Context: an optimization exercise on an open-source flow, tuned for small area. The choices shown serve that exercise and are no tape-out recipe.
In this exercise RTL edits were held to simulation tests only and were not proved equivalent to the original.
No activity file was given, so power comes from the tool's default toggle rates.

$ cat flow/run.sh
#!/bin/bash
# Layout flow: the standard flow (standard.sh, unchanged synthesis and
# steps), with two settings changed:
#  - clock tree synthesis uses clkbuf_8 leaf buffers over clusters of up to
#    18 flip-flops (60 um across) and adds no dummy loads;
#  - the buffer placed on every input and output port is a buf_1 (the
#    default pick is the larger clkdlybuf4s50_1); repair may still resize it.
set -e
cd "$(dirname "$0")/.."
CTS="-sink_clustering_enable -repair_clock_nets -dont_use_dummy_load"
CTS="$CTS -buf_list sky130_fd_sc_hd__clkbuf_8"
CTS="$CTS -sink_clustering_size 18 -sink_clustering_max_diameter 60"
export CTS_ARGS="$CTS"
export BUFFER_PORTS_ARGS="-buffer_cell sky130_fd_sc_hd__buf_1"
echo "export CTS_ARGS = $CTS" >> config.mk
echo "export BUFFER_PORTS_ARGS = $BUFFER_PORTS_ARGS" >> config.mk
bash standard.sh > standard.log 2>&1
$ cat standard.sh
#!/bin/bash
# synth_recipe.tcl (not shown) runs the flow's synth.tcl, then flattens the netlist and writes it again
# the make line also repeats each setting of config.mk as NAME=value (left out here)
make -C /OpenROAD-flow-scripts/flow DESIGN_CONFIG=/design/flow/config.mk WORK_HOME=/design/flow/orfs CLKGATE_MAP_FILE= SYNTH_SCRIPT=/design/flow/synth_recipe.tcl "${@:-finish}"
$ cat config.mk
export PLATFORM = sky130hd
export DESIGN_NAME = spectrum_renderer
export DESIGN_NICKNAME = spectrum_renderer
export VERILOG_FILES = /design/flow/design.v
export SDC_FILE = /design/flow/constraint.sdc
export NUM_CORES = 4
export LEC_CHECK = 0
export ABC_AREA = 1
export CAP_MARGIN = 30
export CORE_MARGIN = 2
export CORE_UTILIZATION = 40
export SLEW_MARGIN = 20
export CTS_ARGS = -sink_clustering_enable -repair_clock_nets -dont_use_dummy_load -buf_list sky130_fd_sc_hd__clkbuf_8 -sink_clustering_size 18 -sink_clustering_max_diameter 60
export BUFFER_PORTS_ARGS = -buffer_cell sky130_fd_sc_hd__buf_1
$ cat constraint.sdc
create_clock -name core_clock -period 10.0 [get_ports {vgaclk}]
set_input_delay 2.0000 -clock core_clock [delete_from_list [all_inputs] [get_ports {vgaclk}]]
set_output_delay 2.0000 -clock core_clock [all_outputs]
set_load 0.01 [all_outputs]
$ cat design.v
package spectrum_pkg;
    localparam int NBINS     = 40;
    localparam int MAG_W     = 9;
    localparam int H_ACTIVE  = 640;
    localparam int V_ACTIVE  = 480;
    localparam int BAR_SHIFT = 4;
    localparam int MAG_MAX   = 480;
    typedef struct packed {
        logic [3:0] r;
        logic [3:0] g;
        logic [3:0] b;
    } rgb_t;
    localparam rgb_t COL_BAR   = 12'h0F0;
    localparam rgb_t COL_BG    = 12'h002;
    localparam rgb_t COL_PEAK  = 12'hFFF;
    localparam rgb_t COL_BLANK = 12'h000;
endpackage
import spectrum_pkg::*;
module spectrum_bin_buffer
#(
    parameter int NBINS = spectrum_pkg::NBINS,
    parameter int MAG_W = spectrum_pkg::MAG_W
) (
    input  logic             clk_i,
    input  logic             rst_ni,
    input  logic [9:0]       x_i,
    input  logic             swap_evt_i,
    input  logic             bin_valid_i,
    output logic             bin_ready_o,
    input  logic [5:0]       bin_idx_i,
    input  logic [MAG_W-1:0] bin_mag_i,
    input  logic             bin_last_i,
    output logic             frame_pending_o,
    output logic             swap_o,
    output logic             clr_o,       
    output logic [MAG_W-1:0] head_o       
);
    localparam logic [MAG_W-1:0] MAG_CAP = MAG_W'(MAG_MAX);
    logic [MAG_W-1:0] bank0_q [NBINS];
    logic [MAG_W-1:0] bank1_q [NBINS];
    logic sel_q, pend_q;
    logic fire, swap;
    assign fire = bin_valid_i & ~pend_q;
    assign swap = swap_evt_i & pend_q;
    logic [MAG_W-1:0] wd_q;
    logic [2:0]       t8_q, t5_q;
    logic             w0_q, w1_q, clr_q;
    logic [5:0]       r5;
    function automatic logic [2:0] mod5(input logic [5:0] v);
        mod5 = 3'd0;
        for (int i = 0; i < 64; i++) if (v == 6'(i)) mod5 = 3'(i % 5);
    endfunction
    assign r5 = 6'd38 + 6'(bin_idx_i[3:0]) + 6'(bin_idx_i[5:4])
              - 6'(x_i[3:0]) - 6'(x_i[7:4]) - 6'(x_i[9:8]);
    always_ff @(posedge clk_i) begin
        clr_q <= ~rst_ni;
        wd_q  <= (!rst_ni) ? '0 : (bin_mag_i > MAG_CAP) ? MAG_CAP : bin_mag_i;
        t8_q  <= bin_idx_i[2:0] - x_i[2:0] - 3'd2;
        t5_q  <= mod5(r5);
        w0_q  <= rst_ni & fire & (bin_idx_i < 6'(NBINS)) & sel_q;
        w1_q  <= rst_ni & fire & (bin_idx_i < 6'(NBINS)) & ~sel_q;
    end
    for (genvar p = 0; p < NBINS; p++) begin : g_slot
        localparam int N = (p + 1) % NBINS;
        logic hit, we0, we1;
        logic [MAG_W-1:0] nx0, nx1, wd;
        assign hit = (t8_q == 3'(p % 8)) & (t5_q == 3'(p % 5));
        assign we0 = clr_q | (hit & w0_q);
        assign we1 = clr_q | (hit & w1_q);
        assign nx0 = ~bank0_q[N];
        assign nx1 = ~bank1_q[N];
        assign wd  = (p % 2 == 1) ? ~wd_q : wd_q;
        always_ff @(posedge clk_i) begin
            bank0_q[p] <= we0 ? wd : nx0;
            bank1_q[p] <= we1 ? wd : nx1;
        end
    end
    always_ff @(posedge clk_i) begin
        if (!rst_ni) begin
            sel_q  <= 1'b0;
            pend_q <= 1'b0;
        end else begin
            if (swap) sel_q <= ~sel_q;
            if (swap)                   pend_q <= 1'b0;
            else if (fire & bin_last_i) pend_q <= 1'b1;
        end
    end
    assign head_o          = sel_q ? bank1_q[0] : bank0_q[0];
    assign clr_o           = clr_q;
    assign swap_o          = swap;
    assign bin_ready_o     = ~pend_q;
    assign frame_pending_o = pend_q;
endmodule
import spectrum_pkg::*;
module spectrum_renderer
#(
    parameter int NBINS = spectrum_pkg::NBINS,
    parameter int MAG_W = spectrum_pkg::MAG_W
) (
    input  logic             vgaclk,
    input  logic             rst_n,
    input  logic [9:0]       x_in,
    input  logic [9:0]       y_in,
    input  logic             hsync_in,
    input  logic             vsync_in,
    input  logic             bin_valid,
    output logic             bin_ready,
    input  logic [5:0]       bin_idx,
    input  logic [MAG_W-1:0] bin_mag,
    input  logic             bin_last,
    output logic             hsync_out,
    output logic             vsync_out,
    output logic [3:0]       red,
    output logic [3:0]       green,
    output logic [3:0]       blue,
    output logic             frame_pending
);
    localparam logic [9:0] HA = 10'(H_ACTIVE);
    localparam logic [9:0] VA = 10'(V_ACTIVE);
    logic             x0, swap_evt, swap, clr;
    logic [MAG_W-1:0] f_head;
    assign x0       = (x_in == 10'd0);
    assign swap_evt = x0 && (y_in == VA);
    spectrum_bin_buffer #(
        .NBINS(NBINS),
        .MAG_W(MAG_W)
    ) u_buf (
        .clk_i          (vgaclk),
        .rst_ni         (rst_n),
        .x_i            (x_in),
        .swap_evt_i     (swap_evt),
        .bin_valid_i    (bin_valid),
        .bin_ready_o    (bin_ready),
        .bin_idx_i      (bin_idx),
        .bin_mag_i      (bin_mag),
        .bin_last_i     (bin_last),
        .frame_pending_o(frame_pending),
        .swap_o         (swap),
        .clr_o          (clr),
        .head_o         (f_head)
    );
    logic [MAG_W-1:0] pk_q [NBINS];
    logic             upd_q, valid_q, upd_end;
    logic [MAG_W-1:0] p_head, newpk;
    assign p_head  = valid_q ? pk_q[0] : '0;
    assign newpk   = (f_head >= p_head) ? f_head : p_head - 1'b1;
    assign upd_end = (x_in == 10'(NBINS));
    always_ff @(posedge vgaclk) begin
        for (int p = 0; p < NBINS - 1; p++) pk_q[p] <= pk_q[p+1];
        pk_q[NBINS-1] <= upd_q ? newpk : pk_q[0];
    end
    always_ff @(posedge vgaclk) begin
        if (!rst_n) begin
            upd_q   <= 1'b0;
            valid_q <= 1'b0;
        end else begin
            if (swap)         upd_q <= 1'b1;
            else if (upd_end) upd_q <= 1'b0;
            if (upd_q && upd_end) valid_q <= 1'b1;
        end
    end
    logic [9:0] h;
    logic [4:0] xs;
    logic [2:0] m5;
    logic [6:0] ahead;
    logic       active, bar_d, hit_d, bar_e, hit_e, keep;
    logic [1:0] dq_q [4];
    logic [1:0] c1_q, c2_q;      
    logic       hs1_q, vs1_q, hs2_q, vs2_q;
    function automatic logic [2:0] mod5(input logic [4:0] v);
        mod5 = 3'd0;
        for (int i = 0; i < 32; i++) if (v == 5'(i)) mod5 = 3'(i % 5);
    endfunction
    assign xs     = 5'(x_in[6:3]) + 5'(x_in[9:7]);
    assign m5     = mod5(xs);
    assign ahead  = {1'b0, m5, x_in[2:0]} - {1'b0, x_in[9:4]};
    assign keep   = (ahead[6:2] == '0);
    assign h      = 10'd479 - y_in;
    assign active = (x_in < HA) && (y_in < VA);
    assign bar_d  = (10'(f_head) > h) & ~clr;
    assign hit_d  = (10'(p_head) == h) && (p_head != '0);
    assign bar_e  = x0 ? bar_d : dq_q[x_in[5:4]][0];
    assign hit_e  = x0 ? hit_d : dq_q[x_in[5:4]][1];
    always_ff @(posedge vgaclk) begin
        for (int i = 0; i < 4; i++) begin
            if (!rst_n)                         dq_q[i] <= 2'b00;
            else if (keep && x_in[1:0] == 2'(i)) dq_q[i] <= {hit_d, bar_d};
        end
    end
    always_ff @(posedge vgaclk) begin
        if (!rst_n) begin
            c1_q    <= 2'b01;
            hs1_q   <= 1'b1;
            vs1_q   <= 1'b1;
            c2_q    <= 2'b00;
            hs2_q   <= 1'b1;
            vs2_q   <= 1'b1;
        end else begin
            c1_q    <= {active & (hit_e | bar_e), active & (hit_e | ~bar_e)};
            hs1_q   <= hsync_in;
            vs1_q   <= vsync_in;
            c2_q    <= c1_q;
            hs2_q   <= hs1_q;
            vs2_q   <= vs1_q;
        end
    end
    assign hsync_out = hs2_q;
    assign vsync_out = vs2_q;
    assign red       = {4{&c2_q}};
    assign green     = {4{c2_q[1]}};
    assign blue      = {&c2_q, &c2_q, c2_q[0], &c2_q};
endmodule
==> results of run 1 <==
==> power groups by stage <==
| stage | clock network [uW] | registers (uW) | logic [uW] |
|---|---|---|---|
| 2_1_floorplan | 0 | 4890 | 611 |
| 3_3_place_gp | 0 | 4940 | 856 |
| 3_5_place_dp | 0 | 4940 | 857 |
| 4_1_cts | 2070 | 4840 | 861 |
| 5_1_grt | 2240 | 4870 | 974 |
| 6_report | 1990 | 4840 | 863 |
==> worst register-to-register path, delay by kind of cell, from the launching register on <==
kind            cells  cell delay [ns]
buf+inv             3             0.66
flops               1             0.57
fa+ha+maj           1             0.36
simple gates        3             0.78
compound gates      6             0.75
==> per-layer routing <==
layer  global-route usage, %  routed length (um)
met1                    25.2               37100
met2                    26.8               32400
met3                    2.26                3760
met4                    4.40                1530
met5                       0                   0
==> worst max path at each step <==
stage                    end  depth (start not counted)
2_1_floorplan  u_buf.t5_q[2]                         16
3_3_place_gp   u_buf.t5_q[0]                         18
3_5_place_dp   u_buf.t5_q[0]                         18
4_1_cts        u_buf.t5_q[0]                         18
5_1_grt        u_buf.t5_q[0]                         19
6_report       u_buf.t5_q[0]                         18
==> registers in the layout (all words and copies together), names as in the netlist, 2 cells and up <==
register       flops
pk_q             360
u_buf.bank0_q    360
u_buf.bank1_q    360
u_buf.wd_q         9
dq_q               8
u_buf.t5_q         3
u_buf.t8_q         3
c1_q               2
c2_q               2
==> final cells by class <==
cell class,instances,area [um2]
multi-input cells,2061,10100
flip-flops and latches,1118,22400
well taps,1134,1420
inverters,129,489
clock buffers,78,1070
diodes,1,2.50
fillers,8080,48100
repair buffers,83,433
==> synth_stat cells, drive strengths merged <==
master   number  area [um2]
nor4          5        46.3
o31ai         2        15.0
nor2         78         305
dfxtp      1118       22400
a21o          1        7.51
ha           42         526
nand4        14        87.6
or2          13        81.3
nor3         19         171
fa            9         180
o221ai        1        8.76
nor3b         2        20.0
nand3b        1        7.51
xnor2         8        70.1
a31oi         2        12.5
nand2b        1        6.26
o21ai       765        3830
o2111ai       2        17.5
mux2i         2        20.0
a311oi        1        8.76
o21a          3        22.5
nand2       927        3700
inv         129         487
a21oi        31         155
o21bai        2        15.0
o22ai         3        18.8
nand3       103         526
xor2          9        78.8
buf         113         769
clkbuf       93         363
o211ai       15         113
==> per-stage QoR <==
stage	total power (uW)	setup slack (ns)	util, %	cell area [um2]
2_1_floorplan	5500	4.61	-	34000
3_3_place_gp	5800	3.71	41.4	34800
3_5_place_dp	5800	3.84	41.4	34800
4_1_cts	7770	4.57	42.7	35900
5_1_grt	8080	4.21	42.7	35900
6_report	7700	4.53	42.7	35900
==> logic make-up after synthesis <==
kind of cell / Yosys count / synth area share (%)
AOI/OAI and AO/OA: 828 / 12.4
xor gates and xnor gates: 17 / 0.437
adders and majority gates: 51 / 2.07
buffers and inverters: 335 / 4.76
DFF: 1118 / 65.7
muxes: 2 / 0.0588
and+or+nand+nor: 1163 / 14.5
==> flow_summary.toml, run 1 <==
[synth]
ys_ff_latch = 1118
synth_cell_type_count = 48
syn_area_per_cell_um2 = 9.69
netlist_area_um2 = 34000
ys_seq_area_share_pct = 65.7
netlist_instances = 3514
synth_fp_nets = 3606
yosysWarnings = 6

[die]
fp.dieW_um = 296
core_um2 = 84000
io_pins = 57
rows = 106
start_util_pct = 40.6
die-area_um2 = 87500
die_y_um = 296

[critical_path]
rr_endpoint = "pk_q[39][1]"
critPathRequiredTime_ns = 10.57
slowest_stage = "fa_1"
r2r_cells = 13
crit_path_max_incr_delay_ns = 0.57
crit_buf_inv = 5
r2r-start = "u_buf.sel_q"
startpoint = "x_in[1]"
r2r_slack_ns = 6.76
crit_chain = "buf_1, fa_1, inv_1, fa_1, fa_1, ha_1, inv_1, fa_1, inv_1, nand3_1, nand2_1, nand2_1, nand2_1, inv_1, nor2_1, o211ai_1, nand2_1, nand4_1"
startpoint_type = "primary input"
cp_max_fo = 11
critPathKind = "in2reg"
critPathCaptureType = "register"
cp_top_family = "adder cells"
crit_arrival_ns = 6.03

[routing]
drc = 0
num_vias = 21590
drtIter0Drc = 1829
drtPass1Iterations = 8
wl_per_cell_um = 16.3
wl_um = 74800
via_per_inst = 4.69
ant_nets = 0

[global_routing]
grt_max_degree = 50
grt_pass1_vias = 20041
grt_pass1_wl_um = 117000
overflow = 0
track_usage_pct = 17.2
grt_antenna_before_repair = 1

[flow_run]
maxCapViolCount = 0

[sta]
tightest_slew_ns = 1.02
rsz0062_at_grt = "no"
hold_ws_ns = 0.247
maxSlewHeadroom_pct = 31.8
skew_ns = 0.141
period_share_pct = 54.7
maxSlewViolCount = 0
setup_violations = 0
fmax_ghz = 0.183
setup_tns_ns = 0
finalHoldViolations = 0
fin_crit_ns = 5.47

[hold_path]
hold_path.startpoint = "pk_q[12][6]"
worstHoldPathType = "reg2reg"
min_path_cells = 0
hold_end = "pk_q[11][6]"

[placed_design]
numPortBuffers = 56
dp_hpwl_um = 43200
place_inst = 4525
place.gp.congestion = 0.818

[power_and_ir_drop]
swShare_pct = 26.1
switchingPower_uw = 2010
seq_power_share_pct = 62.9
p_per_area_nw_per_um2 = 215
pwr-share-comb_pct = 11.2
pwr-share-clk_pct = 25.9
total_leakage_power_uw = 0.0147
internal_power_uw = 5690
vdd.ir_drop.worst_uv = 142

[cells_and_area]
area_delta_synth_final_pct = 5.35
instances_no_fill = 4604
finalNetCount = 3563
mostFrequentLayoutCells = "1109 x dfxtp_1, 844 x nand2_1, 751 x o21ai_0"
final_common_cell = "dfxtp_1"
drive_above_1_share_pct = 6.98

[cts]
clock-sinks = 1118
cts_buffers = 78
cts_tree = "yes"
postCtsSetupBuffers = 0
cts.path.max_buffers = 3
path_clk_slew_ns = 0.11
worstSkewPairLatency_ns = 0.69
h-tree-depth = 3
cts_resized = 0
hold_buffers = 0
clk_root_buffer_cell = "clkbuf_8"

[status]
status = "no timing/DRC/antenna violations"
==> run 2: changes to the inputs <==
==> flow/run.sh (replaced) <==
#!/bin/bash
# Layout flow: the standard flow (standard.sh, unchanged synthesis and
# steps), with clock tree synthesis told to use clkbuf_8 leaf buffers over
# clusters of up to 15 flip-flops and to add no dummy loads.
set -e
cd "$(dirname "$0")/.."
CTS="-sink_clustering_enable -repair_clock_nets -dont_use_dummy_load"
CTS="$CTS -buf_list sky130_fd_sc_hd__clkbuf_8"
CTS="$CTS -sink_clustering_size 15 -sink_clustering_max_diameter 50"
export CTS_ARGS="$CTS"
echo "export CTS_ARGS = $CTS" >> config.mk
bash standard.sh > standard.log 2>&1
--- a/config.mk
+++ b/config.mk
@@ -11,4 +11,3 @@
 export CORE_UTILIZATION = 40
 export SLEW_MARGIN = 20
-export CTS_ARGS = -sink_clustering_enable -repair_clock_nets -dont_use_dummy_load -buf_list sky130_fd_sc_hd__clkbuf_8 -sink_clustering_size 18 -sink_clustering_max_diameter 60
-export BUFFER_PORTS_ARGS = -buffer_cell sky130_fd_sc_hd__buf_1
+export CTS_ARGS = -sink_clustering_enable -repair_clock_nets -dont_use_dummy_load -buf_list sky130_fd_sc_hd__clkbuf_8 -sink_clustering_size 15 -sink_clustering_max_diameter 50
==> run 2 against run 1 <==
  * Combinational power is essentially flat
  * Non-clock buffer count grew 1
  * Via count grew 0.70%
  * Sequential power is essentially flat
  * Area after synthesis is the same
  * Clock power grew 11%
  * Critical path depth shrank 1
  * Highest routed layer unchanged
==> flow_summary.toml, run 2 <==
[sta]
setup_violations = 0
tightest_slew_ns = 0.937
setup_tns_ns = 0
rsz0062_at_grt = "no"
fin_crit_ns = 5.83
maxSlewHeadroom_pct = 37.3
maxSlewViolCount = 0
period_share_pct = 58.3
fmax_ghz = 0.171
skew_ns = 0.104
finalHoldViolations = 0

[power_and_ir_drop]
vdd.ir_drop.worst_uv = 143
total_leakage_power_uw = 0.0150
pwr-share-comb_pct = 10.9
seq_power_share_pct = 61.1
p_per_area_nw_per_um2 = 217
switchingPower_uw = 2040
pwr-share-clk_pct = 27.9
swShare_pct = 25.8
internal_power_uw = 5880

[global_routing]
grt_max_degree = 61
grt_antenna_before_repair = 1
grt_pass1_vias = 20203
grt_pass1_wl_um = 117000
track_usage_pct = 17.1
overflow = 0

[synth]
synthTopCellsByArea = "dfxtp_1 66%, o21ai_0 11%, nand2_1 9.3%"
synthArstFlopShare_pct = 0
synth_top_area_cell = "dfxtp_1"
synth_simple_gate_area_share_pct = 14.5
yosys-top-cells-count = "1118 x dfxtp_1, 844 x nand2_1, 751 x o21ai_0"
synthAdderAreaFrac_pct = 2.07
netlist_area_um2 = 34000
syn_area_per_cell_um2 = 9.69
synth_edf_count = 0
synth_top_area_share_pct = 65.7
synth-xor-area-share_pct = 0.437
synth_top_family_by_area = "simple AND/OR/NAND/NOR gates"
yosysMostFrequentCell = "dfxtp_1"
yosysWarnings = 6
ys_seq_area_share_pct = 65.7
netlist_instances = 3514
synth_compound_area_share_pct = 12.4
ys.flop_type = "dfxtp_1"
synth_cell_type_count = 48
synth.area.mux_share_pct = 0.0588
synth_fp_nets = 3606
ys_ff_latch = 1118

[placed_design]
place.gp.congestion = 0.792
numPortBuffers = 56
dp_hpwl_um = 42800
place_area_um2 = 35100

[critical_path]
startpoint_type = "primary input"
critPathCaptureType = "register"
critPathKind = "in2reg"
critPathRequiredTime_ns = 10.51
cp_max_fo = 7
crit_arrival_ns = 6.34

[die]
rows = 106
die-area_um2 = 87500
io_pins = 57
core_um2 = 84000
start_util_pct = 40.6
fp.dieW_um = 296
die_y_um = 296

[cts]
clock-sinks = 1118
path_clk_slew_ns = 0.08
hold_buffers = 0
cts_tree = "yes"
cts_buffers = 99
h-tree-depth = 3
postCtsSetupBuffers = 0
worstSkewPairLatency_ns = 0.73
clk_root_buffer_cell = "clkbuf_8"
cts_resized = 0
cts.path.max_buffers = 3

[flow_run]
maxCapViolCount = 0

[cells_and_area]
drive_above_1_share_pct = 7.56
area_delta_synth_final_pct = 7.28
final_common_cell = "dfxtp_1"
mostFrequentLayoutCells = "1109 x dfxtp_1, 844 x nand2_1, 751 x o21ai_0"
post-route-util_pct = 43.5
reg.largest.list = "pk_q (360), u_buf.bank0_q (360), u_buf.bank1_q (360)"
fin_area_um2 = 36500
finalNetCount = 3585

[routing]
wl_um = 74400
drtPass1Iterations = 6
via_per_inst = 4.70
num_vias = 21742
wl_per_cell_um = 16.1
drtIter0Drc = 1772
ant_nets = 0
drc = 0

[hold_path]
worstHoldPathType = "reg2reg"

[status]
status = "no timing/DRC/antenna violations"
==> run 2: cell count changes in the layout (fill, tap and decap cells not counted), sizes merged <==
cell | before | now
clkbuf | 78 | 99
buf | 83 | 28
clkdlybuf4s50 | 0 | 56
==> run 2: path summary, 6_finish.rpt <==
check,from,end,slack (ns),cells past startpoint
hold reg to reg,pk_q[18][4],pk_q[17][4],0.26,0
hold / removal,pk_q[18][4],pk_q[17][4],0.26,0
setup reg to reg,u_buf.sel_q,pk_q[39][7],6.77,13
setup / recovery,x_in[1],u_buf.t5_q[2],4.17,17
==> run 2: worst max-delay path, cell delays in order <==
cell and delay, ns:
clkdlybuf4s50_1 0.55, fa_1 0.59, inv_1 0.05, fa_1 0.47, fa_1 0.54, ha_1 0.20, inv_1 0.07, fa_1 0.70
inv_1 0.15, nand2_1 0.20, nor2_1 0.09, o31ai_1 0.24, nand4_1 0.10, a21oi_1 0.15, nand3_1 0.08, nor2_1 0.09
nand3_1 0.06
==> run 2: cell type report <==
class                           count  area (um2)
Inverter                          129         489
Multi-Input combinational cell   2061       10100
Sequential cell                  1118       22400
Clock buffer                       99        1360
Timing Repair Buffer               84         803
Antenna cell                        1        2.50
Fill cell                        8003       47400
Tap cell                         1134        1420
==> run 2: through the flow <==
stage | cells | worst slack, ns | power, uW | hold slack [ns]
floorplan | 3514 | 4.61 | 5500 | 0.310
global placement | 4524 | 3.47 | 5800 | 0.310
detailed placement | 4525 | 3.53 | 5800 | 0.312
CTS | 4624 | 4.25 | 7990 | 0.255
global route | 4626 | 3.87 | 8290 | 0.250
finish | 4626 | 4.17 | 7920 | 0.260
==> run 2: per-layer routing <==
layer	wire (um)	track usage [%]	up-vias
met3	4160	3.37	115
met4	1510	4.30	0
met1	37100	24.6	9897
met2	31600	26.2	468
li1	-	-	11262
met5	0	0	-
==> run 2: power by group through the flow <==
stage | sequential, uW | clock (uW) | combinational (uW)
final | 4840 | 2210 | 865
after floorplan | 4890 | 0 | 611
after detailed placement | 4940 | 0 | 858
after global placement | 4940 | 0 | 859
after CTS | 4840 | 2290 | 862
after global routing | 4870 | 2450 | 971
==> run 2: logic make-up after synthesis <==
family | count (synthesis)
AO/OA/AOI/OAI | 828
AND/OR/NAND/NOR | 1163
multiplexers | 2
buffers and inverters | 335
XOR/XNOR | 17
adder cells (fa/ha/maj) | 51
flip-flops | 1118
==> run 3: changes to the inputs <==
--- a/design.v
+++ b/design.v
@@ -25,4 +25,5 @@
     input  logic             rst_ni,
     input  logic [9:0]       x_i,
+    input  logic [2:0]       xm5_i,       
     input  logic             swap_evt_i,
     input  logic             bin_valid_i,
@@ -44,28 +45,39 @@
     assign swap = swap_evt_i & pend_q;
     logic [MAG_W-1:0] wd_q;
-    logic [2:0]       t8_q, t5_q;
+    logic [2:0]       col_q, row_q;
     logic             w0_q, w1_q, clr_q;
-    logic [5:0]       r5;
-    function automatic logic [2:0] mod5(input logic [5:0] v);
+    logic [4:0]       lo;
+    logic [1:0]       bor;
+    logic [3:0]       hs;
+    function automatic logic [2:0] mod5(input logic [3:0] v);
         mod5 = 3'd0;
-        for (int i = 0; i < 64; i++) if (v == 6'(i)) mod5 = 3'(i % 5);
+        for (int i = 0; i < 16; i++) if (v == 4'(i)) mod5 = 3'(i % 5);
     endfunction
-    assign r5 = 6'd38 + 6'(bin_idx_i[3:0]) + 6'(bin_idx_i[5:4])
-              - 6'(x_i[3:0]) - 6'(x_i[7:4]) - 6'(x_i[9:8]);
+    assign lo  = 5'(bin_idx_i[2:0]) - 5'(x_i[2:0]) - 5'd2;      
+    assign bor = lo[4] ? (lo[3] ? 2'd1 : 2'd2) : 2'd0;
+    assign hs  = 4'd10 + 4'(bin_idx_i[5:3]) - 4'(xm5_i) - 4'(bor);  
     always_ff @(posedge clk_i) begin
         clr_q <= ~rst_ni;
         wd_q  <= (!rst_ni) ? '0 : (bin_mag_i > MAG_CAP) ? MAG_CAP : bin_mag_i;
-        t8_q  <= bin_idx_i[2:0] - x_i[2:0] - 3'd2;
-        t5_q  <= mod5(r5);
+        col_q <= lo[2:0];
+        row_q <= mod5(hs);
         w0_q  <= rst_ni & fire & (bin_idx_i < 6'(NBINS)) & sel_q;
         w1_q  <= rst_ni & fire & (bin_idx_i < 6'(NBINS)) & ~sel_q;
     end
+    logic [7:0] col0, col1;
+    logic [4:0] row;
+    for (genvar i = 0; i < 8; i++) begin : g_col
+        assign col0[i] = clr_q | (w0_q & (col_q == 3'(i)));
+        assign col1[i] = clr_q | (w1_q & (col_q == 3'(i)));
+    end
+    for (genvar k = 0; k < 5; k++) begin : g_row
+        assign row[k] = clr_q | (row_q == 3'(k));
+    end
     for (genvar p = 0; p < NBINS; p++) begin : g_slot
         localparam int N = (p + 1) % NBINS;
-        logic hit, we0, we1;
+        logic we0, we1;
         logic [MAG_W-1:0] nx0, nx1, wd;
-        assign hit = (t8_q == 3'(p % 8)) & (t5_q == 3'(p % 5));
-        assign we0 = clr_q | (hit & w0_q);
-        assign we1 = clr_q | (hit & w1_q);
+        assign we0 = col0[p % 8] & row[p / 8];
+        assign we1 = col1[p % 8] & row[p / 8];
         assign nx0 = ~bank0_q[N];
         assign nx1 = ~bank1_q[N];
@@ -122,4 +134,12 @@
     assign x0       = (x_in == 10'd0);
     assign swap_evt = x0 && (y_in == VA);
+    logic [4:0] xs;
+    logic [2:0] m5;
+    function automatic logic [2:0] mod5(input logic [4:0] v);
+        mod5 = 3'd0;
+        for (int i = 0; i < 32; i++) if (v == 5'(i)) mod5 = 3'(i % 5);
+    endfunction
+    assign xs     = 5'(x_in[6:3]) + 5'(x_in[9:7]);
+    assign m5     = mod5(xs);
     spectrum_bin_buffer #(
         .NBINS(NBINS),
@@ -129,4 +149,5 @@
         .rst_ni         (rst_n),
         .x_i            (x_in),
+        .xm5_i          (m5),
         .swap_evt_i     (swap_evt),
         .bin_valid_i    (bin_valid),
@@ -161,6 +182,4 @@
     end
     logic [9:0] h;
-    logic [4:0] xs;
-    logic [2:0] m5;
     logic [6:0] ahead;
     logic       active, bar_d, hit_d, bar_e, hit_e, keep;
@@ -168,10 +187,4 @@
     logic [1:0] c1_q, c2_q;      
     logic       hs1_q, vs1_q, hs2_q, vs2_q;
-    function automatic logic [2:0] mod5(input logic [4:0] v);
-        mod5 = 3'd0;
-        for (int i = 0; i < 32; i++) if (v == 5'(i)) mod5 = 3'(i % 5);
-    endfunction
-    assign xs     = 5'(x_in[6:3]) + 5'(x_in[9:7]);
-    assign m5     = mod5(xs);
     assign ahead  = {1'b0, m5, x_in[2:0]} - {1'b0, x_in[9:4]};
     assign keep   = (ahead[6:2] == '0);
==> flow/run.sh (replaced) <==
#!/bin/bash
# Layout flow: the standard flow (standard.sh, unchanged synthesis and
# steps), with two settings changed:
#  - clock tree synthesis uses clkbuf_8 leaf buffers over clusters of up to
#    18 flip-flops (60 um across) and adds no dummy loads;
#  - the buffer placed on every input and output port is a buf_1 (the
#    default pick is the larger clkdlybuf4s50_1); repair may still resize it.
set -e
cd "$(dirname "$0")/.."
CTS="-sink_clustering_enable -repair_clock_nets -dont_use_dummy_load"
CTS="$CTS -buf_list sky130_fd_sc_hd__clkbuf_8"
CTS="$CTS -sink_clustering_size 18 -sink_clustering_max_diameter 60"
export CTS_ARGS="$CTS"
export BUFFER_PORTS_ARGS="-buffer_cell sky130_fd_sc_hd__buf_1"
echo "export CTS_ARGS = $CTS" >> config.mk
echo "export BUFFER_PORTS_ARGS = $BUFFER_PORTS_ARGS" >> config.mk
bash standard.sh > standard.log 2>&1
--- a/config.mk
+++ b/config.mk
@@ -11,3 +11,4 @@
 export CORE_UTILIZATION = 40
 export SLEW_MARGIN = 20
-export CTS_ARGS = -sink_clustering_enable -repair_clock_nets -dont_use_dummy_load -buf_list sky130_fd_sc_hd__clkbuf_8 -sink_clustering_size 15 -sink_clustering_max_diameter 50
+export CTS_ARGS = -sink_clustering_enable -repair_clock_nets -dont_use_dummy_load -buf_list sky130_fd_sc_hd__clkbuf_8 -sink_clustering_size 18 -sink_clustering_max_diameter 60
+export BUFFER_PORTS_ARGS = -buffer_cell sky130_fd_sc_hd__buf_1
==> run 3 against run 2 <==
  * Still clean on timing, DRC and antenna
  * Die area shrank 3.4%
  * Critical endpoint is now dq_q[0][1]
  * Core utilization shrank 0.78 points
  * Largest cell class unchanged
  * Critical path type unchanged
  * Sequential share of layout area increased by 2.8 points
==> flow_summary.toml, run 3 <==
[sta]
fin_crit_ns = 5.48
skew_ns = 0.0854
rsz0062_at_grt = "no"
fmax_ghz = 0.182
tightest_slew_ns = 0.919
period_share_pct = 54.8
maxSlewViolCount = 0
setup_violations = 0
maxSlewHeadroom_pct = 38.1
setup_tns_ns = 0
finalHoldViolations = 0

[cts]
cts_tree = "yes"
cts.path.max_buffers = 3
worstSkewPairLatency_ns = 0.72
clk_root_buffer_cell = "clkbuf_8"
path_clk_slew_ns = 0.10
cts_buffers = 77
hold_buffers = 0
cts_resized = 0
clock-sinks = 1118
h-tree-depth = 3
postCtsSetupBuffers = 0

[synth]
yosysMostFrequentCell = "dfxtp_1"
netlist_instances = 3407
synth_cell_type_count = 35
synthTopCellsByArea = "dfxtp_1 68%, a21oi_1 11%, nor2_1 8.9%"
synth_fp_nets = 3488
ys_ff_latch = 1118
syn_area_per_cell_um2 = 9.65
synthArstFlopShare_pct = 0
netlist_area_um2 = 32900
synth_edf_count = 0
synth_top_area_cell = "dfxtp_1"
yosys-top-cells-count = "1118 x dfxtp_1, 780 x nor2_1, 743 x a21oi_1"
ys.flop_type = "dfxtp_1"
ys_seq_area_share_pct = 68.1
yosysWarnings = 6
synth_top_area_share_pct = 68.1

[critical_path]
crit_arrival_ns = 6.03
critPathKind = "in2reg"
cp_top_family = "simple AND/OR/NAND/NOR gates"
slowest_stage = "fa_1"
critPathCaptureType = "register"
crit_chain = "buf_1, inv_1, fa_1, or2_2, a21oi_1, inv_1, nand3_1, nand4_1, nor3_1, inv_1, ha_1, nand2_1, or2_2, nand3_1, nand2_1, nand2_1, nand3_1, nor2_1, nand3_1, nand2_1, nor2_1"
crit_buf_inv = 4
critPathRequiredTime_ns = 10.55
cp_max_fo = 8
startpoint_type = "primary input"
crit_path_max_incr_delay_ns = 0.44

[cells_and_area]
mostFrequentLayoutCells = "1109 x dfxtp_1, 780 x nor2_1, 743 x a21oi_1"
reg.largest.list = "pk_q (360), u_buf.bank0_q (360), u_buf.bank1_q (360)"
finalNetCount = 3461
area_delta_synth_final_pct = 6.23
post-route-util_pct = 42.7
drive_above_1_share_pct = 5.03
final_common_cell = "dfxtp_1"

[global_routing]
grt_antenna_before_repair = 1
overflow = 0
grt_pass1_vias = 19203
track_usage_pct = 16.6
grt_pass1_wl_um = 111000
grt_max_degree = 43

[routing]
wl_per_cell_um = 15.9
num_vias = 20987
wl_um = 71000
ant_nets = 0
via_per_inst = 4.72
drtIter0Drc = 1523
drtPass1Iterations = 8
drc = 0

[power_and_ir_drop]
vdd.ir_drop.worst_uv = 113
p_per_area_nw_per_um2 = 260
total_leakage_power_uw = 0.0146

[die]
rows = 105
io_pins = 57
core_um2 = 81700
die-area_um2 = 84500
start_util_pct = 40.2
die_y_um = 291
fp.dieW_um = 291

[hold_path]
worstHoldPathType = "reg2reg"

[status]
status = "no timing/DRC/antenna violations"

[placed_design]
place.gp.congestion = 0.824
dp_hpwl_um = 41700
numPortBuffers = 56

[flow_run]
maxCapViolCount = 0
[run 3: changes by cell type after synthesis, sizes merged, moves of 14 or more]
| cell | before | now |
|---|---|---|
| o21ai | 765 | 53 |
| nand3 | 103 | 46 |
| clkbuf | 93 | 120 |
| inv | 129 | 115 |
| nand2 | 927 | 254 |
| nor2 | 78 | 780 |
| buf | 113 | 67 |
| a21oi | 31 | 743 |
[run 3: final cells by class]
| class | count | area [um2] |
|---|---|---|
| diodes | 1 | 2.50 |
| inverters | 117 | 439 |
| clock buffers | 77 | 1060 |
| fillers | 7857 | 46800 |
| repair buffers | 81 | 422 |
| flip-flops and latches | 1118 | 22400 |
| well taps | 1070 | 1340 |
| multi-input cells | 1985 | 9260 |
[run 3: worst paths after layout]
kind	start	slack, ns	cells after the start	endpoint
worst max-delay path	x_in[4]	4.52	21	dq_q[0][1]
worst min-delay path	pk_q[32][4]	0.26	0	pk_q[31][4]
worst max register to register	u_buf.sel_q	6.93	10	pk_q[39][6]
worst min register to register	pk_q[32][4]	0.26	0	pk_q[31][4]
[run 3: kinds of logic after synthesis]
group | Yosys count | synth area share, %
AO/OA/AOI/OAI | 811 | 12.6
XOR/XNOR | 16 | 0.426
adder cells (fa/ha/maj) | 40 | 1.64
buffers and inverters | 304 | 3.78
flip-flops | 1118 | 68.1
AND/OR/NAND/NOR | 1118 | 13.4
[run 3: worst register-to-register path, delay by kind of cell (launching register included)]
family,cells,cell delay [ns]
flops,1,0.74
buf+inv,1,0.15
compound gates,4,1.02
simple gates,4,0.74
fa+ha+maj,1,0.36
[run 3: report_power, final]
group          internal, uW  switching (uW)  total, uW
combinational           480             869       1350
clock                   694            1290       1980
sequential             5440             316       5750
[run 3: routing by layer]
layer | share of wire [%] | up-vias | track usage [%] | wire (um)
met5 | 0 | - | 0 | 0
met4 | 2.4 | 0 | 5.17 | 1700
met3 | 5.1 | 113 | 2.68 | 3620
met2 | 44 | 437 | 25.5 | 30900
met1 | 49 | 9583 | 23.9 | 34800
li1 | - | 10854 | - | -
[run 3: through the flow]
stage          total power, uW  setup WS [ns]  hold WS, ns  std cells  area [um2]
2_1_floorplan             6780           4.66        0.310       3407       32900
3_3_place_gp              7160           3.96        0.310       4369       33800
3_5_place_dp              7180           3.90        0.312       4370       33800
4_1_cts                   9170           4.60        0.260       4447       34900
5_1_grt                   9620           4.19        0.271       4449       34900
6_report                  9080           4.52        0.262       4449       34900
==> run 4: changes to the inputs <==
--- a/design.v
+++ b/design.v
@@ -181,5 +181,4 @@
         end
     end
-    logic [9:0] h;
     logic [6:0] ahead;
     logic       active, bar_d, hit_d, bar_e, hit_e, keep;
@@ -189,8 +188,7 @@
     assign ahead  = {1'b0, m5, x_in[2:0]} - {1'b0, x_in[9:4]};
     assign keep   = (ahead[6:2] == '0);
-    assign h      = 10'd479 - y_in;
     assign active = (x_in < HA) && (y_in < VA);
-    assign bar_d  = (10'(f_head) > h) & ~clr;
-    assign hit_d  = (10'(p_head) == h) && (p_head != '0);
+    assign bar_d  = ({1'b0, f_head} + 10'd32 > {1'b0, ~y_in[8:0]}) & ~clr;
+    assign hit_d  = ({1'b0, p_head} + 10'd32 == {1'b0, ~y_in[8:0]}) && (p_head != '0);
     assign bar_e  = x0 ? bar_d : dq_q[x_in[5:4]][0];
     assign hit_e  = x0 ? hit_d : dq_q[x_in[5:4]][1];
--- a/config.mk
+++ b/config.mk
@@ -9,5 +9,5 @@
 export CAP_MARGIN = 30
 export CORE_MARGIN = 2
-export CORE_UTILIZATION = 40
+export CORE_UTILIZATION = 65
 export SLEW_MARGIN = 20
 export CTS_ARGS = -sink_clustering_enable -repair_clock_nets -dont_use_dummy_load -buf_list sky130_fd_sc_hd__clkbuf_8 -sink_clustering_size 18 -sink_clustering_max_diameter 60
==> run 4 against run 3 <==
  * Area after synthesis fell by 0.22%
  * Via count up 2.2%
  * Sequential share of layout area up 1.2 points
  * Clock skew increased by 0.014 ns
  * Largest cell class unchanged
  * Final cell count shrank 9.6%
  * Total power grew 0.15%
==> flow_summary.toml, run 4 <==
[synth]
ys_ff_latch = 1118
netlist_instances = 3380
synth_edf_count = 0
syn_area_per_cell_um2 = 9.70
yosysWarnings = 6
ys.flop_type = "dfxtp_1"
yosys-top-cells-count = "1118 x dfxtp_1, 769 x nor2_1, 740 x a21oi_1"
netlist_area_um2 = 32800
ys_seq_area_share_pct = 68.3
synth_top_area_share_pct = 68.3
synthArstFlopShare_pct = 0
synthTopCellsByArea = "dfxtp_1 68%, a21oi_1 11%, nor2_1 8.8%"
synth_cell_type_count = 37
synth_fp_nets = 3462
synth_top_area_cell = "dfxtp_1"
yosysMostFrequentCell = "dfxtp_1"

[sta]
maxSlewViolCount = 0
setup_ws_ns = 4.60
rsz0062_at_grt = "no"
fin_crit_ns = 5.40
setup_tns_ns = 0
setup_violations = 0
maxSlewHeadroom_pct = 30.2
fmax_ghz = 0.185
period_share_pct = 54.0
tightest_slew_ns = 1.04
skew_ns = 0.0994
finalHoldViolations = 0

[cts]
clock-sinks = 1118
postCtsSetupBuffers = 0
worstSkewPairLatency_ns = 0.70
cts_buffers = 74
clk_root_buffer_cell = "clkbuf_8"
hold_buffers = 0
cts_tree = "yes"
cts_resized = 0
path_clk_slew_ns = 0.10
h-tree-depth = 3
cts.path.max_buffers = 3

[hold_path]
worstHoldPathType = "reg2reg"
min_path_cells = 0
hold_path.startpoint = "pk_q[35][3]"
hold_end = "pk_q[34][3]"

[status]
status = "no timing/DRC/antenna violations"

[routing]
ant_nets = 0
drtIter0Drc = 1919
num_vias = 21454
wl_per_cell_um = 17.5
drc = 0
drtPass1Iterations = 6
wl_um = 70300
via_per_inst = 5.34

[cells_and_area]
final_common_cell = "dfxtp_1"
area_delta_synth_final_pct = 4.56
multi_input_area_um2 = 9160
drive_above_1_share_pct = 4.90
post-route-util_pct = 68.6
reg.largest.list = "pk_q (360), u_buf.bank0_q (360), u_buf.bank1_q (360)"
diodes = 0
finalNetCount = 3433
regArea_um2 = 22400
fillCellCount = 3927
mostFrequentLayoutCells = "1109 x dfxtp_1, 769 x nor2_1, 740 x a21oi_1"

[power_and_ir_drop]
total_leakage_power_uw = 0.0145
p_per_area_nw_per_um2 = 265
p_total_uw = 9100
vdd.ir_drop.worst_uv = 159

[die]
start_util_pct = 65.6
fp.dieW_um = 229
die_y_um = 229
io_pins = 57
rows = 82
core_um2 = 50000
die-area_um2 = 52300

[critical_path]
r2r_cells = 9
cp_max_fo = 9
r2r_slack_ns = 6.70
rr_endpoint = "pk_q[39][6]"
slowest_stage = "fa_1"
r2r-start = "u_buf.sel_q"
critPathCaptureType = "register"
startpoint_type = "primary input"
critPathKind = "in2reg"
crit_chain = "buf_1, inv_1, fa_1, or2_2, nand2_1, inv_1, nor2_1, nand3_1, nand4_1, nor2_1, nand2_1, inv_1, fa_1, fa_1, ha_1, nor2_1, nand3_1, a21oi_1, a21oi_1"
crit_path_max_incr_delay_ns = 0.48
critPathRequiredTime_ns = 10.49
crit_arrival_ns = 5.90

[placed_design]
place.gp.congestion = 0.844
dp_slack_ns = 3.99
numPortBuffers = 56
dp_hpwl_um = 41000

[global_routing]
grt_pass1_vias = 20408
grt_max_degree = 43
track_usage_pct = 27.0
grt_pass1_wl_um = 111000
overflow = 0
grt_antenna_before_repair = 0

[flow_run]
maxCapViolCount = 0
## run 4: changes by cell type after synthesis, sizes merged, moves of 3 or more
| cell | before | now |
|---|---|---|
| clkbuf | 120 | 126 |
| inv | 115 | 121 |
| buf | 67 | 60 |
| nor3 | 8 | 3 |
| nand2 | 254 | 236 |
| nor2 | 780 | 770 |
| a21oi | 743 | 740 |
| nor4 | 1 | 4 |
## run 4: kinds of logic after synthesis
family          count (synthesis)  synth area share, %
buf+inv                       310                 3.85
flops                        1118                 68.3
simple gates                 1085                 13.1
xor+xnor                       17                0.454
fa+ha+maj                      41                 1.68
compound gates                809                 12.6
## run 4: worst max-delay path by stage
stage                 start             end  cells past startpoint
finish              x_in[4]  u_buf.row_q[0]                     19
CTS                 x_in[4]  u_buf.row_q[0]                     19
floorplan           x_in[4]  u_buf.row_q[0]                     19
global placement    x_in[4]  u_buf.row_q[0]                     19
global route        x_in[4]  u_buf.row_q[0]                     19
detailed placement  x_in[4]  u_buf.row_q[0]                     19
## run 4: critical path, delay by kind of cell
family	cells	cell delay, ns
adder cells (fa/ha/maj)	4	1.61
AND/OR/NAND/NOR	9	1.55
AO/OA/AOI/OAI	2	0.20
buffers and inverters	4	0.53
## run 4: routing by layer
metal	share of wire [%]	global-route usage [%]	vias up
li1	-	-	10748
met1	47	39.4	9888
met2	44	41.7	666
met3	6.4	3.62	152
met4	3.0	8.68	0
met5	0	0	-
## run 4: power breakdown
part           internal, uW  switching [uW]
logic                   487             908
clock network           669            1260
registers              5440             333
## run 4: layout make-up
cell class	count	share of cell area (%)
inverters	124	1.36
multi-input cells	1952	26.7
clock buffers	74	2.97
well taps	672	2.45
repair buffers	81	1.18
flip-flops and latches	1118	65.3
## run 4: metrics by stage
stage | instances | cell area (um2) | hold slack (ns)
after floorplan | 3380 | 32800 | 0.310
after global placement | 3944 | 33200 | 0.310
after detailed placement | 3946 | 33300 | 0.312
after CTS | 4020 | 34300 | 0.310
after global routing | 4021 | 34300 | 0.305
final | 4021 | 34300 | 0.305
==> run 5: changes to the inputs <==
--- a/flow/run.sh
+++ b/flow/run.sh
@@ -1,11 +1,21 @@
 #!/bin/bash
-# Layout flow: the standard flow (standard.sh, unchanged synthesis and
-# steps), with two settings changed:
+# Layout flow: the standard flow (standard.sh: the standard flow's synthesis script
+# and ORFS's steps), with three changes:
+#  - ABC maps the logic with flow/abc_area.script (area-oriented amap instead
+#    of map plus buffering and sizing); ORFS's scripts are copied into this
+#    folder with that one file replaced and SCRIPTS_DIR points at the copy.
+#    Registers are mapped by Yosys as before; only the gates differ.
 #  - clock tree synthesis uses clkbuf_8 leaf buffers over clusters of up to
 #    18 flip-flops (60 um across) and adds no dummy loads;
 #  - the buffer placed on every input and output port is a buf_1 (the
 #    default pick is the larger clkdlybuf4s50_1); repair may still resize it.
+# standard.sh's full output goes to standard.log; ORFS's per-step logs are
+# under orfs/logs/.
 set -e
 cd "$(dirname "$0")/.."
+rm -rf scripts_amap
+cp -r "$FLOW_HOME/scripts" scripts_amap
+cp flow/abc_area.script scripts_amap/abc_area.script
+export SCRIPTS_DIR="$PWD/scripts_amap"
 CTS="-sink_clustering_enable -repair_clock_nets -dont_use_dummy_load"
 CTS="$CTS -buf_list sky130_fd_sc_hd__clkbuf_8"
==> flow/abc_area.script (new file) <==
strash
dch -f
amap
topo
==> run 5 against run 4 <==
  * Wire length down 1.1%
  * Core utilization rose by 2.3 points
  * Synthesized cell count down 27%
  * Die area shrank 8.1%
  * Setup slack got worse by 0.87 ns
  * Area after synthesis decreased by 8.3%
  * Via count fell by 8.2%
==> flow_summary.toml, run 5 <==
[critical_path]
r2r-start = "u_buf.sel_q"
crit_path_frequent_cell = "clkinv_1"
critPathKind = "in2reg"
crit_path_max_incr_delay_ns = 0.47
r2r_cells = 14
slowest_stage = "fa_1"
critPathRequiredTime_ns = 10.50
r2r_slack_ns = 5.74
crit_arrival_ns = 6.78
cp_top_family = "compound AO/OA/AOI/OAI gates"
rr_endpoint = "pk_q[39][2]"
crit_cells = 22
crit_buf_inv = 5
cp_max_fo = 9
critPathCaptureType = "register"
startpoint = "x_in[4]"
crit_chain = "buf_1, clkinv_1, fa_1, nor2_1, o21ai_0, clkinv_1, or3_1, o32a_1, nor4b_1, o2111ai_1, a31oi_1, clkinv_1, ha_1, a21o_1, a21oi_1, a31oi_1, or4_1, or2_0, nor2_1, clkinv_1, a22oi_1, nor2_1"
worstSetupEndpoint = "dq_q[3][1]"
startpoint_type = "primary input"

[routing]
wl_per_cell_um = 21.7
drtPass1Iterations = 7
via_per_inst = 6.14
num_vias = 19690
drtIter0Drc = 1976
ant_nets = 0
drc = 0
wl_um = 69500

[hold_path]
worstHoldPathType = "reg2reg"

[cells_and_area]
diodes = 0
area_delta_synth_final_pct = 7.26
finalNetCount = 2689
instances_no_fill = 3205
reg.largest.list = "pk_q (360), u_buf.bank0_q (360), u_buf.bank1_q (360)"
fillCellCount = 3183
mostFrequentLayoutCells = "1109 x dfxtp_1, 739 x o22ai_1, 188 x nor2_1"
drive_above_1_share_pct = 4.49
final_common_cell = "dfxtp_1"

[sta]
setup_violations = 0
rsz0062_at_grt = "no"
setup_tns_ns = 0
skew_ns = 0.0675
finalHoldViolations = 0
hold_ws_ns = 0.306
period_share_pct = 62.8
tightest_slew_ns = 1.08
fmax_ghz = 0.159
maxSlewViolCount = 0
maxSlewHeadroom_pct = 27.9
fin_crit_ns = 6.28

[synth]
yosys-top-cells-count = "1118 x dfxtp_1, 739 x o22ai_1, 188 x nor2_1"
synth_cell_type_count = 36
netlist_area_um2 = 30100
yosysWarnings = 6
syn_area_per_cell_um2 = 12.2
synth_top_area_share_pct = 74.4
ys_ff_latch = 1118
synthTopCellsByArea = "dfxtp_1 74%, o22ai_1 15%, nor2_1 2.3%"
netlist_instances = 2456
ys.flop_type = "dfxtp_1"
yosysMostFrequentCell = "dfxtp_1"
synth_top_area_cell = "dfxtp_1"
synth_edf_count = 0
synthArstFlopShare_pct = 0
synth_fp_nets = 2538
ys_seq_area_share_pct = 74.4

[die]
core_um2 = 45500
io_pins = 57
die-area_um2 = 48000
rows = 78
fp.dieW_um = 219
start_util_pct = 66.1
die_y_um = 219

[placed_design]
place.gp.congestion = 0.852
dp_hpwl_um = 39900
numPortBuffers = 56
place_inst = 3127

[cts]
cts.path.max_buffers = 3
clk_root_buffer_cell = "clkbuf_8"
postCtsSetupBuffers = 0
clock-sinks = 1118
hold_buffers = 0
worstSkewPairLatency_ns = 0.68
cts_tree = "yes"
h-tree-depth = 3
cts_buffers = 73
cts_resized = 0
path_clk_slew_ns = 0.10

[global_routing]
use_met1_pct = 40.9
grt_pass1_vias = 19039
grt_pass1_wl_um = 106000
track_usage_pct = 28.9
overflow = 0
top_usage_layer = "met2"
grt_max_degree = 42
met3_usage_pct = 5.77
use_met2_pct = 44.5
grt_antenna_before_repair = 0

[power_and_ir_drop]
total_leakage_power_uw = 0.0122
vdd.ir_drop.worst_uv = 199
p_per_area_nw_per_um2 = 283

[flow_run]
maxCapViolCount = 0

[status]
status = "no timing/DRC/antenna violations"
## run 5: logic make-up (layout without fill, tap and decap cells)
logic type	after synthesis	in the layout	share of synthesized area (%)
buf+inv	177	326	2.32
fa+ha+maj	41	41	1.83
simple gates	279	279	3.91
flops	1118	1118	74.4
compound gates	841	841	17.5
## run 5: how the worst min path moves through the flow
| stage | start | end | depth (start not counted) |
|---|---|---|---|
| floorplan | pk_q[1][0] | pk_q[0][0] | 0 |
| global placement | pk_q[19][2] | pk_q[18][2] | 0 |
| detailed placement | pk_q[2][5] | pk_q[1][5] | 0 |
| CTS | pk_q[37][3] | pk_q[36][3] | 0 |
| global route | pk_q[37][3] | pk_q[36][3] | 0 |
| finish | pk_q[37][3] | pk_q[36][3] | 0 |
## run 5: per-layer routing
metal / vias up / share of wire [%]
met4: 0 / 3.4
met3: 174 / 7.6
met1: 9324 / 45
met5: - / 0
met2: 837 / 44
li1: 9355 / -
## run 5: per-stage QoR
| stage | total power, uW | utilization (%) | setup slack, ns | cell area (um2) |
|---|---|---|---|---|
| after global placement | 7210 | 68.5 | 3.25 | 31100 |
| after CTS | 9130 | 70.8 | 3.76 | 32200 |
| after global routing | 9530 | 70.9 | 3.25 | 32300 |
| final | 9140 | 70.9 | 3.72 | 32300 |
| after floorplan | 6800 | - | 4.03 | 30100 |
| after detailed placement | 7260 | 68.6 | 3.09 | 31200 |
## run 5: final cells by class
type                       instances  area, um2  share of cell area [%]
clock buffer                      73       1000                    3.11
inverter                         168        631                    1.95
multi-input combinational       1161       7040                    21.8
sequential                      1118      22400                    69.4
tap                              600        751                    2.33
timing repair buffer              85        447                    1.38
## run 5: report_power, final
group | internal [uW] | total, uW | switching, uW
Combinational | 601 | 1430 | 834
Sequential | 5450 | 5800 | 347
Clock | 661 | 1910 | 1250
Total | 6710 | 9140 | 2430
## run 5: worst reg2reg max path, stage by stage (launching register included)
cell and delay (ns):
dfxtp_1 0.69, clkinv_1 0.45, o22a_1 0.38, ha_1 0.36, a21oi_1 0.14, o21ai_0 0.08
a31oi_1 0.19, o21ai_0 0.12, nand3_1 0.09, nand2_1 0.06, a21o_1 0.18, a21oi_1 0.46
clkinv_1 0.48, a22oi_1 0.37, o22ai_1 0.10
==> run 6: changes to the inputs <==
--- a/design.v
+++ b/design.v
@@ -34,5 +34,4 @@
     output logic             frame_pending_o,
     output logic             swap_o,
-    output logic             clr_o,       
     output logic [MAG_W-1:0] head_o       
 );
@@ -44,7 +43,7 @@
     assign fire = bin_valid_i & ~pend_q;
     assign swap = swap_evt_i & pend_q;
-    logic [MAG_W-1:0] wd_q;
-    logic [2:0]       col_q, row_q;
-    logic             w0_q, w1_q, clr_q;
+    logic [MAG_W-1:0] wdat;
+    logic [2:0]       col, row_w;
+    logic             w0, w1, clr;
     logic [4:0]       lo;
     logic [1:0]       bor;
@@ -54,23 +53,21 @@
         for (int i = 0; i < 16; i++) if (v == 4'(i)) mod5 = 3'(i % 5);
     endfunction
-    assign lo  = 5'(bin_idx_i[2:0]) - 5'(x_i[2:0]) - 5'd2;      
-    assign bor = lo[4] ? (lo[3] ? 2'd1 : 2'd2) : 2'd0;
+    assign lo  = 5'(bin_idx_i[2:0]) - 5'(x_i[2:0]) - 5'd1;      
+    assign bor = lo[4] ? 2'd1 : 2'd0;
     assign hs  = 4'd10 + 4'(bin_idx_i[5:3]) - 4'(xm5_i) - 4'(bor);  
-    always_ff @(posedge clk_i) begin
-        clr_q <= ~rst_ni;
-        wd_q  <= (!rst_ni) ? '0 : (bin_mag_i > MAG_CAP) ? MAG_CAP : bin_mag_i;
-        col_q <= lo[2:0];
-        row_q <= mod5(hs);
-        w0_q  <= rst_ni & fire & (bin_idx_i < 6'(NBINS)) & sel_q;
-        w1_q  <= rst_ni & fire & (bin_idx_i < 6'(NBINS)) & ~sel_q;
-    end
+    assign clr = ~rst_ni;
+    assign wdat = (!rst_ni) ? '0 : (bin_mag_i > MAG_CAP) ? MAG_CAP : bin_mag_i;
+    assign col = lo[2:0];
+    assign row_w = mod5(hs);
+    assign w0  = fire & (bin_idx_i < 6'(NBINS)) & sel_q;
+    assign w1  = fire & (bin_idx_i < 6'(NBINS)) & ~sel_q;
     logic [7:0] col0, col1;
     logic [4:0] row;
     for (genvar i = 0; i < 8; i++) begin : g_col
-        assign col0[i] = clr_q | (w0_q & (col_q == 3'(i)));
-        assign col1[i] = clr_q | (w1_q & (col_q == 3'(i)));
+        assign col0[i] = clr | (w0 & (col == 3'(i)));
+        assign col1[i] = clr | (w1 & (col == 3'(i)));
     end
     for (genvar k = 0; k < 5; k++) begin : g_row
-        assign row[k] = clr_q | (row_q == 3'(k));
+        assign row[k] = clr | (row_w == 3'(k));
     end
     for (genvar p = 0; p < NBINS; p++) begin : g_slot
@@ -82,5 +79,5 @@
         assign nx0 = ~bank0_q[N];
         assign nx1 = ~bank1_q[N];
-        assign wd  = (p % 2 == 1) ? ~wd_q : wd_q;
+        assign wd  = (p % 2 == 1) ? ~wdat : wdat;
         always_ff @(posedge clk_i) begin
             bank0_q[p] <= we0 ? wd : nx0;
@@ -99,5 +96,4 @@
     end
     assign head_o          = sel_q ? bank1_q[0] : bank0_q[0];
-    assign clr_o           = clr_q;
     assign swap_o          = swap;
     assign bin_ready_o     = ~pend_q;
@@ -130,5 +126,5 @@
     localparam logic [9:0] HA = 10'(H_ACTIVE);
     localparam logic [9:0] VA = 10'(V_ACTIVE);
-    logic             x0, swap_evt, swap, clr;
+    logic             x0, swap_evt, swap;
     logic [MAG_W-1:0] f_head;
     assign x0       = (x_in == 10'd0);
@@ -158,5 +154,4 @@
         .frame_pending_o(frame_pending),
         .swap_o         (swap),
-        .clr_o          (clr),
         .head_o         (f_head)
     );
@@ -189,5 +184,5 @@
     assign keep   = (ahead[6:2] == '0);
     assign active = (x_in < HA) && (y_in < VA);
-    assign bar_d  = ({1'b0, f_head} + 10'd32 > {1'b0, ~y_in[8:0]}) & ~clr;
+    assign bar_d  = ({1'b0, f_head} + 10'd32 > {1'b0, ~y_in[8:0]});
     assign hit_d  = ({1'b0, p_head} + 10'd32 == {1'b0, ~y_in[8:0]}) && (p_head != '0);
     assign bar_e  = x0 ? bar_d : dq_q[x_in[5:4]][0];
==> run 6 against run 5 <==
  * Total power grew 14%
  * Synthesized cell count shrank 1.3%
  * Setup slack lost 1.4 ns
  * Sequential power grew 11%
  * Sequential share of layout area shrank 0.62 points
  * Clock skew grew 0.0054 ns
  * First-iteration DRC count shrank 9.1%
  * Largest power group unchanged
  * Still clean
  * Via count shrank 0.66%
  * Die area shrank 1.4%
  * Clock-buffer cell count shrank 2
  * Cell area shrank 0.78%
==> flow_summary.toml, run 6 <==
[routing]
drtPass1Iterations = 6
drc = 0
wl_per_cell_um = 22.1
drtIter0Drc = 1797
num_vias = 19560
wl_um = 70300
via_per_inst = 6.14
ant_nets = 0

[synth]
ys_ff_latch = 1100
synth_fp_nets = 2506
ys_seq_area_share_pct = 74.2
ys.flop_type = "dfxtp_1"
synthTopCellsByArea = "dfxtp_1 74%, o22ai_1 16%, nor2_1 2.3%"
yosysWarnings = 6
yosysMostFrequentCell = "dfxtp_1"
netlist_area_um2 = 29700
yosys-top-cells-count = "1100 x dfxtp_1, 738 x o22ai_1, 181 x nor2_1"
netlist_instances = 2425
synth_edf_count = 0
synth_cell_type_count = 39
synth_top_area_share_pct = 74.2
synth_top_area_cell = "dfxtp_1"
syn_area_per_cell_um2 = 12.2
synthArstFlopShare_pct = 0

[placed_design]
numPortBuffers = 56
dp_hpwl_um = 41400
place.gp.congestion = 0.912
dp_slack_ns = 1.87
place_inst = 3107

[cts]
cts.path.max_buffers = 3
cts_resized = 0
clk_root_buffer_cell = "clkbuf_8"
postCtsSetupBuffers = 0
path_clk_slew_ns = 0.10
cts_tree = "yes"
h-tree-depth = 3
hold_buffers = 0
worstSkewPairLatency_ns = 0.68
clock-sinks = 1100
cts_buffers = 71

[sta]
fmax_ghz = 0.131
maxSlewViolCount = 0
finalHoldViolations = 0
setup_ws_ns = 2.36
period_share_pct = 76.4
fin_crit_ns = 7.64
skew_ns = 0.0729
tightest_slew_ns = 1.06
maxSlewHeadroom_pct = 29.0
setup_tns_ns = 0
setup_violations = 0
rsz0062_at_grt = "no"

[global_routing]
grt_pass1_wl_um = 107000
grt_antenna_before_repair = 1
grt_pass1_vias = 18349
track_usage_pct = 29.6
grt_max_degree = 42
overflow = 0

[critical_path]
critPathKind = "in2reg"
critPathCaptureType = "register"
startpoint_type = "primary input"
cp_max_fo = 16
critPathRequiredTime_ns = 10.56
crit_arrival_ns = 8.19

[cells_and_area]
reg.largest.list = "pk_q (360), u_buf.bank0_q (360), u_buf.bank1_q (360)"
final_common_cell = "dfxtp_1"
mostFrequentLayoutCells = "1100 x dfxtp_1, 738 x o22ai_1, 179 x nor2_1"
finalNetCount = 2668
instances_no_fill = 3185
diodes = 0
drive_above_1_share_pct = 4.80
area_delta_synth_final_pct = 7.93

[die]
die_y_um = 218
core_um2 = 45200
fp.dieW_um = 218
io_pins = 57
start_util_pct = 65.6
die-area_um2 = 47400
rows = 78

[power_and_ir_drop]
p_per_area_nw_per_um2 = 325
vdd.ir_drop.worst_uv = 217
total_leakage_power_uw = 0.0121

[flow_run]
maxCapViolCount = 0

[status]
status = "no timing/DRC/antenna violations"

[hold_path]
worstHoldPathType = "reg2reg"
==> run 6: kinds of logic (layout without fill, tap and decap cells) <==
group                    count (synthesis)  after routing  share of synthesized area (%)
AND/OR/NAND/NOR                        277            277                           3.97
buffers and inverters                  172            332                           2.29
adder cells (fa/ha/maj)                 40             40                           1.79
AO/OA/AOI/OAI                          836            836                           17.7
flip-flops                            1100           1100                           74.2
==> run 6: report_power, final <==
group | internal, uW | total (uW) | switching, uW
sequential | 5900 | 6420 | 520
combinational | 834 | 2130 | 1290
clock | 643 | 1870 | 1230
total | 7370 | 10400 | 3040
==> run 6: final timing paths <==
path              slack (ns)              endpoint  cells past startpoint        start
setup / recovery        2.36  u_buf.bank0_q[19][7]                     20      x_in[4]
hold / removal          0.32           pk_q[20][2]                      0  pk_q[21][2]
setup reg to reg        6.08           pk_q[39][7]                     14  u_buf.sel_q
hold reg to reg         0.32           pk_q[20][2]                      0  pk_q[21][2]
==> run 6: worst max-delay path: stages <==
cell       delay (ns)
buf_1            0.23
clkinv_1         0.18
fa_1             0.46
a21oi_1          0.48
or3_1            0.21
or2_0            0.15
o221ai_1         0.13
a2111oi_0        0.43
o2111ai_1        0.25
ha_1             0.25
clkinv_1         0.06
fa_1             0.41
ha_1             0.31
nand2_1          0.12
clkinv_1         0.09
o31ai_1          0.62
a21oi_2          0.42
nor2_1           0.62
clkinv_1         0.42
o22ai_1          0.33
==> run 6: final cells by class <==
class                   count  area [um2]
flip-flops and latches   1100       22000
fillers                  3125       13200
clock buffers              71         977
inverters                 163         612
well taps                 600         751
repair buffers             98         636
multi-input cells        1153        7010
==> run 6: through the flow <==
step | util, % | total power (uW) | area, um2 | hold WS, ns
global placement | 68.1 | 8440 | 30800 | 0.310
detailed placement | 68.4 | 8530 | 30900 | 0.312
global route | 70.8 | 10900 | 32000 | 0.324
finish | 70.8 | 10400 | 32000 | 0.323
floorplan | - | 7830 | 29700 | 0.310
CTS | 70.6 | 10400 | 31900 | 0.329
==> run 6: metal layers <==
layer / vias up / GRT usage [%] / wire length, um
li1: 9252 / - / -
met1: 9221 / 42.6 / 31500
met2: 921 / 45.4 / 30600
met3: 166 / 5.26 / 6090
met4: 0 / 10.1 / 2080
met5: - / 0 / 0
==> run 7: changes to the inputs <==
--- a/design.v
+++ b/design.v
@@ -157,12 +157,13 @@
     );
     logic [MAG_W-1:0] pk_q [NBINS];
-    logic             upd_q, valid_q, upd_end;
+    logic             upd_q, valid_q, upd_end, take_f;
     logic [MAG_W-1:0] p_head, newpk;
     assign p_head  = valid_q ? pk_q[0] : '0;
-    assign newpk   = (f_head >= p_head) ? f_head : p_head - 1'b1;
+    assign take_f  = upd_q & (f_head >= p_head);
+    assign newpk   = take_f ? f_head : pk_q[0] - MAG_W'(upd_q);
     assign upd_end = (x_in == 10'(NBINS));
     always_ff @(posedge vgaclk) begin
         for (int p = 0; p < NBINS - 1; p++) pk_q[p] <= pk_q[p+1];
-        pk_q[NBINS-1] <= upd_q ? newpk : pk_q[0];
+        pk_q[NBINS-1] <= newpk;
     end
     always_ff @(posedge vgaclk) begin
==> run 7 against run 6 <==
  * Largest cell class unchanged
  * Still clean on timing, DRC and antenna
  * First-iteration DRC count grew 15%
  * Core utilization shrank 0.32 points
  * Sequential power is essentially flat
  * Critical endpoint is now u_buf.bank0_q[20][8]
  * Highest routed layer unchanged
==> flow_summary.toml, run 7 <==
[critical_path]
crit_path_frequent_cell = "clkinv_1"
crit_chain = "buf_1, clkinv_1, fa_1, a21oi_1, or2_0, or3_1, o2111a_1, o22ai_1, a2111oi_0, o21ai_0, fa_1, clkinv_1, ha_1, ha_1, nor2_1, a21oi_1, nand2_1, clkinv_1, a21oi_1, o21ai_0, a21oi_2, nor2_1, clkinv_1, o22ai_1"
crit_buf_inv = 5
crit_arrival_ns = 8.30
critPathCaptureType = "register"
cp_top_family = "compound AO/OA/AOI/OAI gates"
cp_max_fo = 16
critPathKind = "in2reg"

[die]
fp.dieW_um = 217
rows = 78
core_um2 = 45200
io_pins = 57

[hold_path]
worstHoldPathType = "reg2reg"
min_path_cells = 0

[synth]
yosys-top-cells-count = "1100 x dfxtp_1, 737 x o22ai_1, 170 x nor2_1"
ys_seq_area_share_pct = 74.4
synth_top_area_cell = "dfxtp_1"
syn_area_per_cell_um2 = 12.3
yosysWarnings = 6
synth_top_area_share_pct = 74.4
synthTopCellsByArea = "dfxtp_1 74%, o22ai_1 16%, nor2_1 2.2%"
ys.flop_type = "dfxtp_1"
synth_cell_type_count = 36
netlist_area_um2 = 29600
synth_edf_count = 0
ys_ff_latch = 1100
yosysMostFrequentCell = "dfxtp_1"
netlist_instances = 2413
synth_fp_nets = 2494

[routing]
wl_um = 71000
drtIter0Drc = 2073
wl_per_cell_um = 22.4
drtPass1Iterations = 6
num_vias = 19516

[cells_and_area]
finalNetCount = 2651
area_delta_synth_final_pct = 7.70
mostFrequentLayoutCells = "1100 x dfxtp_1, 737 x o22ai_1, 167 x nor2_1"
fillCellCount = 3202
diodes = 0
drive_above_1_share_pct = 4.67
reg.largest.list = "pk_q (360), u_buf.bank0_q (360), u_buf.bank1_q (360)"

[cts]
hold_buffers = 0
worstSkewPairLatency_ns = 0.70
postCtsSetupBuffers = 0
clock-sinks = 1100
cts_tree = "yes"
clk_root_buffer_cell = "clkbuf_8"
h-tree-depth = 3

[sta]
setup_tns_ns = 0
hold_ws_ns = 0.301
tightest_slew_ns = 1.10
fmax_ghz = 0.130
setup_ws_ns = 2.29
maxSlewHeadroom_pct = 26.6
period_share_pct = 77.1
setup_violations = 0

[placed_design]
place_inst = 3094
place.gp.congestion = 0.925
dp_hpwl_um = 41900
numPortBuffers = 56

[power_and_ir_drop]
total_leakage_power_uw = 0.0120
vdd.ir_drop.worst_uv = 208
p_per_area_nw_per_um2 = 325

[global_routing]
met3_usage_pct = 5.84
grt_max_degree = 42
grt_pass1_wl_um = 107000
track_usage_pct = 29.9
overflow = 0
grt_antenna_before_repair = 1
top_usage_layer = "met2"

[status]
status = "no timing/DRC/antenna violations"
[run 7: cell count changes after synthesis, moves of 3 or more]
cell,before,now
clkinv_1,163,160
nor2_1,181,170
o21ai_0,17,23
o21a_1,0,4
a22oi_1,14,1
nand2_1,30,34
a211oi_1,4,8
a221oi_1,1,4
[run 7: kinds of logic after synthesis]
group / after synthesis / synth area share [%]
fa+ha+maj: 40 / 1.79
simple gates: 269 / 3.85
flops: 1100 / 74.4
compound gates: 835 / 17.7
buf+inv: 169 / 2.26
[run 7: per-layer routing]
layer / up-vias / part of all wire [%]
li1: 9194 / -
met1: 9299 / 46
met2: 841 / 43
met3: 182 / 7.9
met4: 0 / 3.2
met5: - / 0
[run 7: area by class of cell]
type	count	area [um2]	share of cell area, %
Timing Repair Buffer	93	559	1.76
Clock buffer	71	977	3.07
Tap cell	600	751	2.36
Multi-Input combinational cell	1144	6960	21.8
Sequential cell	1100	22000	69.1
Inverter	160	601	1.88
[run 7: worst paths after layout]
path / slack, ns / to / start
hold / removal: 0.30 / pk_q[23][8] / pk_q[24][8]
setup reg to reg: 6.05 / pk_q[39][1] / u_buf.sel_q
setup / recovery: 2.29 / u_buf.bank0_q[20][8] / x_in[4]
hold reg to reg: 0.30 / pk_q[23][8] / pk_q[24][8]
[run 7: per-stage QoR]
step	instance area, um2	util [%]
2_1_floorplan	29600	-
3_3_place_gp	30700	68.0
3_5_place_dp	30900	68.3
4_1_cts	31800	70.5
5_1_grt	31900	70.5
6_report	31900	70.5
[run 7: where the power goes]
group,switching [uW],leakage (uW),internal [uW]
Clock,1230,0.000510,643
Sequential,535,0.00913,5900
Combinational,1250,0.00238,804
Total,3020,0.0120,7350

Setup slack of run 7, layout unchanged: 2.288 ns with ideal ports, 2.317 ns with driving cells assumed (clock clkbuf_16, inputs buf_2), 1.602 ns with port delays also shifted by the 0.715 ns mid clock arrival.
